This design comes from an exercise in tuning for small area, a short achievable clock period and few clock cycles per item on the open sky130 flow, not from production work.
RTL that was checked went through simulation tests only; none was proved equivalent to the original.

Setup of build 62:
## alu_arbiter
module alu_arbiter #(
    parameter int unsigned MUL_LAT = 3
) (
    input  logic        clk_i,
    input  logic        rst_i,
    input  logic        req0_valid_i,
    output logic        req0_ready_o,
    input  logic [2:0]  req0_op_i,
    input  logic [31:0] req0_src1_i,
    input  logic [31:0] req0_src2_i,
    input  logic        req1_valid_i,
    output logic        req1_ready_o,
    input  logic [2:0]  req1_op_i,
    input  logic [31:0] req1_src1_i,
    input  logic [31:0] req1_src2_i,
    output logic        rsp_valid_o,
    input  logic        rsp_ready_i,
    output logic        rsp_id_o,
    output logic [31:0] rsp_result_o,
    output logic        busy_o
);
    localparam int D_MUL = 0;    
    localparam int D_SUB = 1;    
    localparam int D_ARR = 2;    
    localparam int D_SUM = 3;    
    localparam int D_AND = 4;    
    localparam int D_XOR = 5;    
    localparam int D_SLL = 6;    
    localparam int D_SRA = 7;    
    function automatic logic [7:0] decode(input logic [2:0] op);
        logic [7:0] d;
        d[D_MUL] = (op == 3'b101);
        d[D_SUB] = (op == 3'b100);
        d[D_ARR] = (op == 3'b000) | (op == 3'b001) | (op == 3'b011) | (op == 3'b100) | (op == 3'b110);
        d[D_SUM] = (op == 3'b011) | (op == 3'b100) | (op == 3'b101) | (op == 3'b110);
        d[D_AND] = (op == 3'b000);
        d[D_XOR] = (op == 3'b001);
        d[D_SLL] = (op == 3'b010);
        d[D_SRA] = (op == 3'b111);
        decode = d;
    endfunction
    function automatic logic [11:0] booth(input logic [8:0] w);
        logic [11:0] b;
        for (int j = 0; j < 4; j++) begin
            b[j]     = w[2*j+1] ^ w[2*j];
            b[4 + j] = (w[2*j+2] & ~w[2*j+1] & ~w[2*j]) | (~w[2*j+2] & w[2*j+1] & w[2*j]);
            b[8 + j] = w[2*j+2] & ~(w[2*j+1] & w[2*j]);
        end
        booth = b;
    endfunction
    function automatic logic [11:0] first_digits(input logic [7:0] d, input logic [7:0] b);
        logic [11:0] r;
        r = booth({b, 1'b0}) & {12{d[D_MUL]}};
        r[0] = r[0] | d[D_ARR];
        first_digits = r;
    endfunction
    function automatic logic top_equal(input logic [24:0] x);
        top_equal = (x == 25'd0) | (x == {25{1'b1}});
    endfunction
    logic        last_grant_q;    
    logic        ex_valid_q;      
    logic        ex_first_q;      
  ...
For scale: about 2200 cells after synthesis, roughly 120 flip-flops.
==> flow/config.mk <==
export PLATFORM = sky130hd
export DESIGN_NAME = alu_arbiter
export DESIGN_NICKNAME = alu_arbiter
export VERILOG_FILES = /design/flow/design.v
export SDC_FILE = /design/flow/constraint.sdc
export NUM_CORES = 4
export LEC_CHECK = 0
export ABC_AREA = 1
export ABC_CLOCK_PERIOD_IN_PS = 4000
export CAP_MARGIN = 20
export CORE_MARGIN = 2
export CORE_UTILIZATION = 40
export SETUP_SLACK_MARGIN = 4.45
export SLEW_MARGIN = 20
==> flow/constraint.sdc <==
create_clock -name core_clock -period 9.0 [get_ports {clk_i}]
set_input_delay 1.8000 -clock core_clock [delete_from_list [all_inputs] [get_ports {clk_i}]]
set_output_delay 1.8000 -clock core_clock [all_outputs]
set_load 0.01 [all_outputs]
standard.sh (not shown) runs the stock make flow with config.mk's settings and CLKGATE_MAP_FILE= SYNTH_SCRIPT=/design/flow/synth_recipe.tcl, a recipe that flattens the netlist after the stock synthesis.
==> flow/flow/run.sh <==
#!/bin/bash
# Standard synthesis, then the standard layout with the settings below
# passed to make. make's output goes to synth.log and layout.log; each ORFS
# step keeps its own log under orfs/logs.
set -euo pipefail
bash standard.sh synth > synth.log 2>&1
args=(
  "BUFFER_PORTS_ARGS=-buffer_cell sky130_fd_sc_hd__buf_1"
  "CTS_ARGS=-sink_clustering_enable -repair_clock_nets -dont_use_dummy_load -root_buf sky130_fd_sc_hd__clkbuf_8 -buf_list {sky130_fd_sc_hd__clkbuf_4 sky130_fd_sc_hd__clkbuf_8}"
)
bash standard.sh "${args[@]}" finish > layout.log 2>&1
No stage failed in build 62, and the final checks on the layout all came back clean.
Input changes introduced in trial 72 (baseline for comparison: build 62):
-- flow/design.v --
<<< build 62, line 118
                 | ({12{hold}} & ex_bd_q) | ({12{ex_step}} & bn);
        ex_d_q  <= ({8{ld0}} & d0) | ({8{ld1}} & d1) | ({8{~accept}} & ex_d_q);
        ex_lastm_q <= (ld0 & top_equal(req0_src2_i[31:7])) | (ld1 & top_equal(req1_src2_i[31:7]))
                    | (hold & ex_lastm_q) | (ex_step & top_equal({{8{ex_b_q[31]}}, ex_b_q[31:15]}));
        ex_id_q    <= ld1 | (~accept & ex_id_q);
        ex_first_q <= accept | (hold & ex_first_q);
>>> trial 72, line 118
                 | ({12{hold}} & ex_bd_q) | ({12{ex_step}} & bn);
        ex_d_q  <= ({8{ld0}} & d0) | ({8{ld1}} & d1) | ({8{~accept}} & ex_d_q);
        ex_lastm_q <= (ld0 & (top_equal(req0_src2_i[31:7]) | (req0_src1_i[23:0] == 24'd0)))
                    | (ld1 & (top_equal(req1_src2_i[31:7]) | (req1_src1_i[23:0] == 24'd0)))
                    | (hold & ex_lastm_q)
                    | (ex_step & (top_equal({{8{ex_b_q[31]}}, ex_b_q[31:15]}) | (ex_a_q[15:0] == 16'd0)));
        ex_id_q    <= ld1 | (~accept & ex_id_q);
        ex_first_q <= accept | (hold & ex_first_q);
<<< build 62, line 133
    logic [31:0] sh_l1, sh_l2, sh_l3, sh_l4, sh_out;
    logic        fill;
    logic [31:0] s_sum, s_and, s_xor, s_sll, s_sra;
    logic [3:0]  b_one, b_two, b_neg;
    assign b_one = ex_bd_q[3:0];
>>> trial 72, line 135
    logic [31:0] sh_l1, sh_l2, sh_l3, sh_l4, sh_out;
    logic        fill;
    logic [31:0] s_sum, s_and, s_xor, s_sll, s_sra, s_hold;
    logic [3:0]  b_one, b_two, b_neg;
    assign b_one = ex_bd_q[3:0];
<<< build 62, line 532
    assign sh_l4  = sh[3] ? {{8{fill}}, sh_l3[31:8]}      : sh_l3;
    assign sh_out = sh[4] ? {{16{fill}}, sh_l4[31:16]}    : sh_l4;
    logic [31:0] alu_res;
    assign s_sum  = {32{ex_d_q[D_SUM]}};
    assign s_and  = {32{ex_d_q[D_AND]}};
    assign s_xor  = {32{ex_d_q[D_XOR]}};
    assign s_sll  = {32{ex_d_q[D_SLL]}};
    assign s_sra  = {32{ex_d_q[D_SRA]}};
    always_comb begin
        for (int i = 0; i < 32; i++) begin
            alu_res[i] = (s_sum[i] & sum[i]) | (s_and[i] & t_and[i]) | (s_xor[i] & t_xor[i])
                       | (s_sll[i] & sh_out[31 - i]) | (s_sra[i] & sh_out[i]);
        end
    end
    always_ff @(posedge clk_i) begin
        rsp_res_q <= ex_adv ? alu_res : rsp_res_q;
        rsp_id_q  <= ex_adv ? ex_id_q : rsp_id_q;
    end
    assign rsp_valid_o  = rsp_valid_q;
>>> trial 72, line 534
    assign sh_l4  = sh[3] ? {{8{fill}}, sh_l3[31:8]}      : sh_l3;
    assign sh_out = sh[4] ? {{16{fill}}, sh_l4[31:16]}    : sh_l4;
    assign s_sum  = {32{ex_adv & ex_d_q[D_SUM]}};
    assign s_and  = {32{ex_adv & ex_d_q[D_AND]}};
    assign s_xor  = {32{ex_adv & ex_d_q[D_XOR]}};
    assign s_sll  = {32{ex_adv & ex_d_q[D_SLL]}};
    assign s_sra  = {32{ex_adv & ex_d_q[D_SRA]}};
    assign s_hold = {32{~ex_adv}};
    always_ff @(posedge clk_i) begin
        for (int i = 0; i < 32; i++) begin
            rsp_res_q[i] <= (s_sum[i] & sum[i]) | (s_and[i] & t_and[i]) | (s_xor[i] & t_xor[i])
                          | (s_sll[i] & sh_out[31 - i]) | (s_sra[i] & sh_out[i])
                          | (s_hold[i] & rsp_res_q[i]);
        end
        rsp_id_q <= (ex_adv & ex_id_q) | (~ex_adv & rsp_id_q);
    end
    assign rsp_valid_o  = rsp_valid_q;
--- outcome ---
Trial 72 went all the way through synthesis, placement and routing and the layout is clean on timing, DRC and antenna. Compared with build 62, trial 72 shows worst setup slack after layout higher by 0.16 ns. Comparing global-route met2 utilization for trial 72 and build 62, the smaller number came from build 62. Cell area | trial 72 vs build 62 | trial 72 smaller. Maximum frequency, trial 72 and build 62: lower on build 62. On die area, the higher figure sits with build 62, not trial 72.
Testbench counts of trial 72, summed over its fixed seeds: cycles 2,984, items 2,400.
Only the layout flow was run in build 62; the RTL was not checked for function there.

==> afterwards: timing with drivers on the ports <==
How much do the figures lean on ideal ports? The routed layouts below were timed once more, with nothing changed but the port constraints.
Step 1 sets driving cells, clkbuf_16 on the clock port and buf_2 on the other inputs (assumed; they add their load-dependent delay and slew).
Step 2 adds t to the input delays and takes it off the output delays; t is the mean of the earliest and latest rising clock arrival at the registers after step 1. Input paths then give back, and output paths get back, about the clock's delay inside the block.
a / b / c = ideal ports / drivers / drivers and shift; a / b = the first two.
run | t, ns | setup slack, ns | worst hold slack (ns) | latest minus earliest clock arrival (ns)
build 62 | 0.502 | 4.347 / 4.347 / 4.347 | 0.446 / 0.446 / 0.446 | 0.043 / 0.043
trial 72 | 0.516 | 4.502 / 4.480 / 4.480 | 0.471 / 0.471 / 0.471 | 0.047 / 0.047
After both steps every run listed still meets setup and hold. The setup slack of trial 72, which loses most, moves by -0.022 ns with the drivers and by -0.022 ns with both steps.
